What follows belongs to an exercise in optimizing a design on an open flow for small area and a short achievable clock period; a production flow would make more cautious choices.
Power figures rest on the tool's default switching activity, not on a simulated workload.

## cpu_top
module cpu_top (
	input  logic                i_clk,
	input  logic                i_rst_n,
	input  cpu_pkg::instr_t     i_instr,
	output cpu_pkg::pc_t        o_pc,
	output logic                o_dmem_we,
	output cpu_pkg::dmem_addr_t o_dmem_addr,
	output cpu_pkg::word_t      o_dmem_wdata,
	output cpu_pkg::status_t    o_status
);
For scale: ~7400 cells after synthesis, about 110 I/O pins, ~120000 um2 of cells after synthesis.
clock: 16.0 ns
lec_check: 0
cap_margin: 20
core_margin: 2
core_utilization: 60
place_density: 0.7
setup_slack_margin: 5
slew_margin: 20
synth_hierarchical: 1
synth_memory_max_bits: 16384
synth_minimum_keep_size: 0
standard.sh (not shown) runs the stock make flow with config.mk's settings and CLKGATE_MAP_FILE= SYNTH_SCRIPT=/design/flow/synth_recipe.tcl, a recipe that flattens the netlist after the stock synthesis.
==> flow/flow/run.sh <==
#!/bin/bash
# The standard layout with these changes: synthesis sees a strong driver
# and a light load on each module port, so it leaves cells at their smallest
# size; resizing may change a cell's footprint; port buffers are buf_4; timing
# repair aims at a larger setup margin; the clock tree uses clkbuf_8 without
# dummy loads.
set -euo pipefail
bash standard.sh \
  ABC_LOAD_IN_FF=1 \
  ABC_DRIVER_CELL=sky130_fd_sc_hd__buf_4 \
  MATCH_CELL_FOOTPRINT=0 \
  SETUP_SLACK_MARGIN=7 \
  TNS_END_PERCENT=20 \
  BUFFER_PORTS_ARGS="-buffer_cell sky130_fd_sc_hd__buf_4" \
  CTS_ARGS="-sink_clustering_enable -repair_clock_nets -dont_use_dummy_load -buf_list sky130_fd_sc_hd__clkbuf_8 -sink_clustering_size 16 -sink_clustering_max_diameter 70" \
  finish > make.log 2>&1
The baseline ran to the end with no violations.
Next try:
--- a/flow/flow/run.sh
+++ b/flow/flow/run.sh
@@ -10,5 +10,5 @@
   ABC_DRIVER_CELL=sky130_fd_sc_hd__buf_4 \
   MATCH_CELL_FOOTPRINT=0 \
-  SETUP_SLACK_MARGIN=7 \
+  SETUP_SLACK_MARGIN=8 \
   TNS_END_PERCENT=20 \
   BUFFER_PORTS_ARGS="-buffer_cell sky130_fd_sc_hd__buf_4" \
Die area stays the same.
Wire length rose slightly.
Count of clock-buffer cells in the layout rose by 1.
Cell count rose slightly.
Design area rose slightly.
Via count rose slightly.
Global-route usage rose by 1.1 points.
Total power rose slightly.
No run of this note included a check of the RTL's function; only the layout flow was run.

---

job 824:
Another version of the RTL of cpu_top (not shown whole).
For scale: roughly 7,400 cells after synthesis, ~110 I/O pins, ~130,000 um2 of cells after synthesis.
Settings: LEC_CHECK=0, CAP_MARGIN=20, CORE_MARGIN=2, CORE_UTILIZATION=60, PLACE_DENSITY=0.7, SETUP_SLACK_MARGIN=5, SLEW_MARGIN=20, SYNTH_HIERARCHICAL=1, SYNTH_MEMORY_MAX_BITS=16384, SYNTH_MINIMUM_KEEP_SIZE=0; clock period 16.0 ns.
==> flow/flow/run.sh <==
#!/bin/bash
# The standard layout with these changes: synthesis sees a strong driver
# and a light load on each module port, so it leaves cells at their smallest
# size; resizing may change a cell's footprint; port buffers are buf_4; timing
# repair aims at a larger setup margin; the clock tree uses clkbuf_8 without
# dummy loads.
set -euo pipefail
bash standard.sh \
  ABC_LOAD_IN_FF=1 \
  ABC_DRIVER_CELL=sky130_fd_sc_hd__buf_4 \
  MATCH_CELL_FOOTPRINT=0 \
  SETUP_SLACK_MARGIN=8 \
  TNS_END_PERCENT=20 \
  BUFFER_PORTS_ARGS="-buffer_cell sky130_fd_sc_hd__buf_4" \
  CTS_ARGS="-sink_clustering_enable -repair_clock_nets -dont_use_dummy_load -buf_list sky130_fd_sc_hd__clkbuf_8 -sink_clustering_size 16 -sink_clustering_max_diameter 70" \
  finish > make.log 2>&1
Here is what was changed in the inputs of job 3238 compared with job 824.
--- a/flow/flow/run.sh
+++ b/flow/flow/run.sh
@@ -11,3 +11,3 @@
   MATCH_CELL_FOOTPRINT=0 \
-  SETUP_SLACK_MARGIN=8 \
+  SETUP_SLACK_MARGIN=7 \
   TNS_END_PERCENT=20 \
Findings:
For number of multi-input combinational cells in the layout, job 824 and job 3238 come out practically identical.
| clock-buffer cell count | lower: job 3238 |
A slowest stage cell on the critical path of a22oi_2 is what job 3238 shows, while nor2_4 belongs to job 824.
Compared job 824 against job 3238; fraction of area in multi-input gates within noise.
Edits applied to the flow inputs when going from job 3238 to job 6951:
- swapping 20 for 10 in CAP_MARGIN
- swapping 20 for 10 in SLEW_MARGIN
--- a/flow/flow/run.sh
+++ b/flow/flow/run.sh
@@ -3,3 +3,3 @@
 # and a light load on each module port, so it leaves cells at their smallest
-# size; resizing may change a cell's footprint; port buffers are buf_4; timing
+# size; resizing may change a cell's footprint; port buffers are buf_2; timing
 # repair aims at a larger setup margin; the clock tree uses clkbuf_8 without
@@ -11,5 +11,5 @@
   MATCH_CELL_FOOTPRINT=0 \
-  SETUP_SLACK_MARGIN=7 \
+  SETUP_SLACK_MARGIN=6.5 \
   TNS_END_PERCENT=20 \
-  BUFFER_PORTS_ARGS="-buffer_cell sky130_fd_sc_hd__buf_4" \
+  BUFFER_PORTS_ARGS="-buffer_cell sky130_fd_sc_hd__buf_2" \
   CTS_ARGS="-sink_clustering_enable -repair_clock_nets -dont_use_dummy_load -buf_list sky130_fd_sc_hd__clkbuf_8 -sink_clustering_size 16 -sink_clustering_max_diameter 70" \
### Flow results
Across job 6951 and job 3238, the outcome is the same: a clean finish for every run. Going from job 3238 to job 6951, number of ordinary and repair buffers in the finished layout shrank by more than a quarter. Job 6951: logic depth of the worst register-to-register path about 4.3% above job 3238. On share of power burned in the clock network, job 6951 and job 3238 are basically level. The run showing the smaller area share of buffers outside the clock network is job 6951. Job 6951 vs. job 3238: maximum cell stage delay along the critical path decreased 0.17 ns; cell area after layout decreased about 2%; number of cells in the finished layout apart from fillers decreased 1.7%.
Here is what was changed in the inputs of job 5353 compared with job 6951.
--- a/flow/flow/run.sh
+++ b/flow/flow/run.sh
@@ -11,3 +11,3 @@
   MATCH_CELL_FOOTPRINT=0 \
-  SETUP_SLACK_MARGIN=6.5 \
+  SETUP_SLACK_MARGIN=7 \
   TNS_END_PERCENT=20 \
==> summary.txt <==
Re power density over the cells: job 5353 is 1.8% down on job 6951. Delta (job 5353 minus job 6951): cell-internal power neither gained nor lost much; fraction of standard cell area in multi-input logic neither gained nor lost much; number of nets in the layout picked up an extra 2.1%; non-clock buffer total of the final layout picked up an extra 166; worst setup slack before clock tree synthesis picked up an extra 0.55 ns. Job 5353: clock period minus worst slack 0.28 ns below job 6951. Job 5353 ended up with a higher number of setup buffers added after CTS than job 6951 did. [compare] base=job 6951 new=job 5353: multi-input combinational gate total flat; final wirelength rose 3.4%. The total chip power on job 5353 is in line with that on job 6951.
Function was not checked in any run of this note: the RTL went through the layout flow alone.

---

== run D ==
cpu_top, a different RTL version from the one above (not shown whole).
Size in the first run: ~7900 cells after synthesis, about 110 I/O pins, roughly 130000 µm² of cells after synthesis.
## cpu_top
module cpu_top (
	input  logic                i_clk,
	input  logic                i_rst_n,
	input  cpu_pkg::instr_t     i_instr,
	output cpu_pkg::pc_t        o_pc,
	output logic                o_dmem_we,
	output cpu_pkg::dmem_addr_t o_dmem_addr,
	output cpu_pkg::word_t      o_dmem_wdata,
	output cpu_pkg::status_t    o_status
);
	logic is_r, is_addi, is_sw, is_lw, is_j, is_jal, is_jr, is_bne, is_blt, is_setx;
	logic b_is_rt, reg_we, ovf_chk;
	cpu_pkg::reg_idx_t rd;
	cpu_pkg::reg_idx_t rs;
	cpu_pkg::reg_idx_t rt;
	cpu_pkg::word_t    imm;
	cpu_pkg::word_t rdata_a;
	cpu_pkg::word_t rdata_a2;
	cpu_pkg::word_t rdata_b2;
	cpu_pkg::word_t rdata_b;
	cpu_pkg::word_t alu_result;
	cpu_pkg::word_t mem_rdata;
	cpu_pkg::word_t wb_data;
	cpu_pkg::pc_t   pc_plus_one;
	cpu_pkg::dmem_addr_t mem_addr;
	cpu_pkg::dmem_addr_t load_addr;
	cpu_pkg::status_t status_q;
	logic alu_ovf, alu_ne, alu_lt;
	assign rd  = i_instr[26:22];
	assign rs  = i_instr[21:17];
	assign rt  = i_instr[16:12];
	assign imm = {{(32-17){i_instr[17-1]}}, i_instr[17-1:0]};
	instr_decoder decoder_i (
		.i_instr     (i_instr),
		.ctl_is_r    (is_r),
		.ctl_is_addi (is_addi),
		.ctl_is_sw   (is_sw),
		.ctl_is_lw   (is_lw),
		.ctl_is_j    (is_j),
		.ctl_is_jal  (is_jal),
		.ctl_is_jr   (is_jr),
		.ctl_is_bne  (is_bne),
		.ctl_is_blt  (is_blt),
		.ctl_is_setx (is_setx),
		.ctl_b_is_rt (b_is_rt),
		.ctl_reg_we  (reg_we),
		.ctl_ovf_chk (ovf_chk)
	);
	reg_file reg_file_i (
		.i_clk     (i_clk),
		.i_rst_n   (i_rst_n),
		.i_ra_idx  (rs),
		.i_rb_idx0 (rt),
		.i_rb_idx1 (rd),
		.i_rb_pick_n (b_is_rt),
		.i_wr_idx  (is_jal ? 5'd31 : rd),
		.i_we      (reg_we),
		.i_load    (is_lw),
		.i_wdata   (wb_data),
		.i_mem_rdata (mem_rdata),
		.o_load_addr (load_addr),
		.o_rdata_a (rdata_a),
		.o_rdata_a2 (rdata_a2),
		.o_rdata_b (rdata_b),
		.o_rdata_b2 (rdata_b2)
	);
	alu alu_i (
		.i_a      (rdata_a),
		.i_b      (rdata_b),
		.i_imm    (imm),
		.i_is_r   (is_r),
		.i_use_imm (i_instr[27] | i_instr[30]),
		.i_sub    ((i_instr[28] & ~i_instr[27]) | (is_r & (i_instr[6:2] == 5'd1))),
		.i_funct  (i_instr[6:2]),
		.i_shamt  (i_instr[11:7]),
  ...
clock: 16.0 ns
lec_check: 0
cap_margin: 20
core_margin: 2
core_utilization: 50
place_density: 0.6
setup_slack_margin: 5
slew_margin: 20
synth_hierarchical: 1
synth_memory_max_bits: 16384
synth_minimum_keep_size: 0
==> flow/flow/run.sh <==
#!/bin/bash
# The standard layout with these changes: synthesis sees a strong driver
# and a light load on each module port, so it leaves cells at their smallest
# size; resizing may change a cell's footprint; port buffers are buf_4; timing
# repair aims at a larger setup margin; the clock tree uses clkbuf_8 without
# dummy loads.
set -euo pipefail
bash standard.sh \
  ABC_LOAD_IN_FF=1 \
  ABC_DRIVER_CELL=sky130_fd_sc_hd__buf_4 \
  MATCH_CELL_FOOTPRINT=0 \
  SETUP_SLACK_MARGIN=6.5 \
  TNS_END_PERCENT=20 \
  BUFFER_PORTS_ARGS="-buffer_cell sky130_fd_sc_hd__buf_4" \
  CTS_ARGS="-sink_clustering_enable -repair_clock_nets -dont_use_dummy_load -buf_list sky130_fd_sc_hd__clkbuf_8 -sink_clustering_size 16 -sink_clustering_max_diameter 70" \
  finish > make.log 2>&1
Run D | stages: all done | timing, DRC, antenna: all pass
What run C does differently from run D at the input level:
--- a/flow/flow/run.sh
+++ b/flow/flow/run.sh
@@ -3,3 +3,4 @@
 # and a light load on each module port, so it leaves cells at their smallest
-# size; resizing may change a cell's footprint; port buffers are buf_4; timing
+# size; the instruction and store pins sit together on the left edge;
+# resizing may change a cell's footprint; port buffers are buf_4; timing
 # repair aims at a larger setup margin; the clock tree uses clkbuf_8 without
@@ -10,2 +11,3 @@
   ABC_DRIVER_CELL=sky130_fd_sc_hd__buf_4 \
+  PRE_IO_PLACEMENT_TCL="$PWD/flow/io.tcl" \
   MATCH_CELL_FOOTPRINT=0 \
==> flow/flow/io.tcl (new file) <==
# Keep the instruction inputs and the store outputs together on the left
# edge, so that the paths from one to the other are short.
set pins {}
for {set i 0} {$i < 32} {incr i} { lappend pins "i_instr\[$i\]" "o_dmem_wdata\[$i\]" }
for {set i 0} {$i < 6} {incr i} { lappend pins "o_dmem_addr\[$i\]" }
lappend pins o_dmem_we
set_io_pin_constraint -pin_names $pins -region left:120-400
### Flow results
Run D → run C: routed wirelength normalized by instance count moved up, worst hold margin moved up, routed wire length moved up.
No functional check of the RTL was part of any run of this note.

[what the ideal ports hide]
The results above use ideal ports. As a check the final layouts listed here were re-extracted and re-timed, cells and wires unchanged.
Step 1 (the two cells are an assumption about what drives the block):
set clk [get_ports {i_clk}]
set_driving_cell -lib_cell sky130_fd_sc_hd__clkbuf_16 $clk
set_driving_cell -lib_cell sky130_fd_sc_hd__buf_2 [delete_from_list [all_inputs] $clk]
Step 2 adds t to the input delays and takes it off the output delays; t is the mean of the earliest and latest rising clock arrival at the registers after step 1. Input paths then give back, and output paths get back, about the clock's delay inside the block.
Three values: ideal ports, drivers, drivers and shift; two values: the first two.
run | t, ns | setup slack, ns | worst setup path at the end | slew at the worst register clock pin (ns) | worst data-port slew with drivers (ns)
the first run of note 1 | 1.173 | 6.667 / 6.561 / 5.505 | input to register | 0.11 / 0.11 | 0.17
the second run of note 1 | 1.127 | 6.647 / 6.406 / 5.918 | input to register | 0.11 / 0.11 | 0.30
job 824 | 1.103 | 6.421 / 6.369 / 5.558 | input to register | 0.11 / 0.11 | 0.08
job 3238 | 1.149 | 6.604 / 6.480 / 5.421 | input to register | 0.11 / 0.11 | 0.27
job 6951 | 1.143 | 6.112 / 6.018 / 5.256 | input to register | 0.11 / 0.11 | 0.04
job 5353 | 1.115 | 6.388 / 6.290 / 5.468 | input to register | 0.11 / 0.11 | 0.21
run D | 1.114 | 6.300 / 6.275 / 5.563 | input to register | 0.11 / 0.11 | 0.19
run C | 1.142 | 6.276 / 6.248 / 5.553 | input to register | 0.12 / 0.12 | 0.24
After both steps setup and hold are still met in every run listed. For job 3238, which loses most, drivers alone change the setup slack by -0.124 ns; drivers and shift together by -1.183 ns.
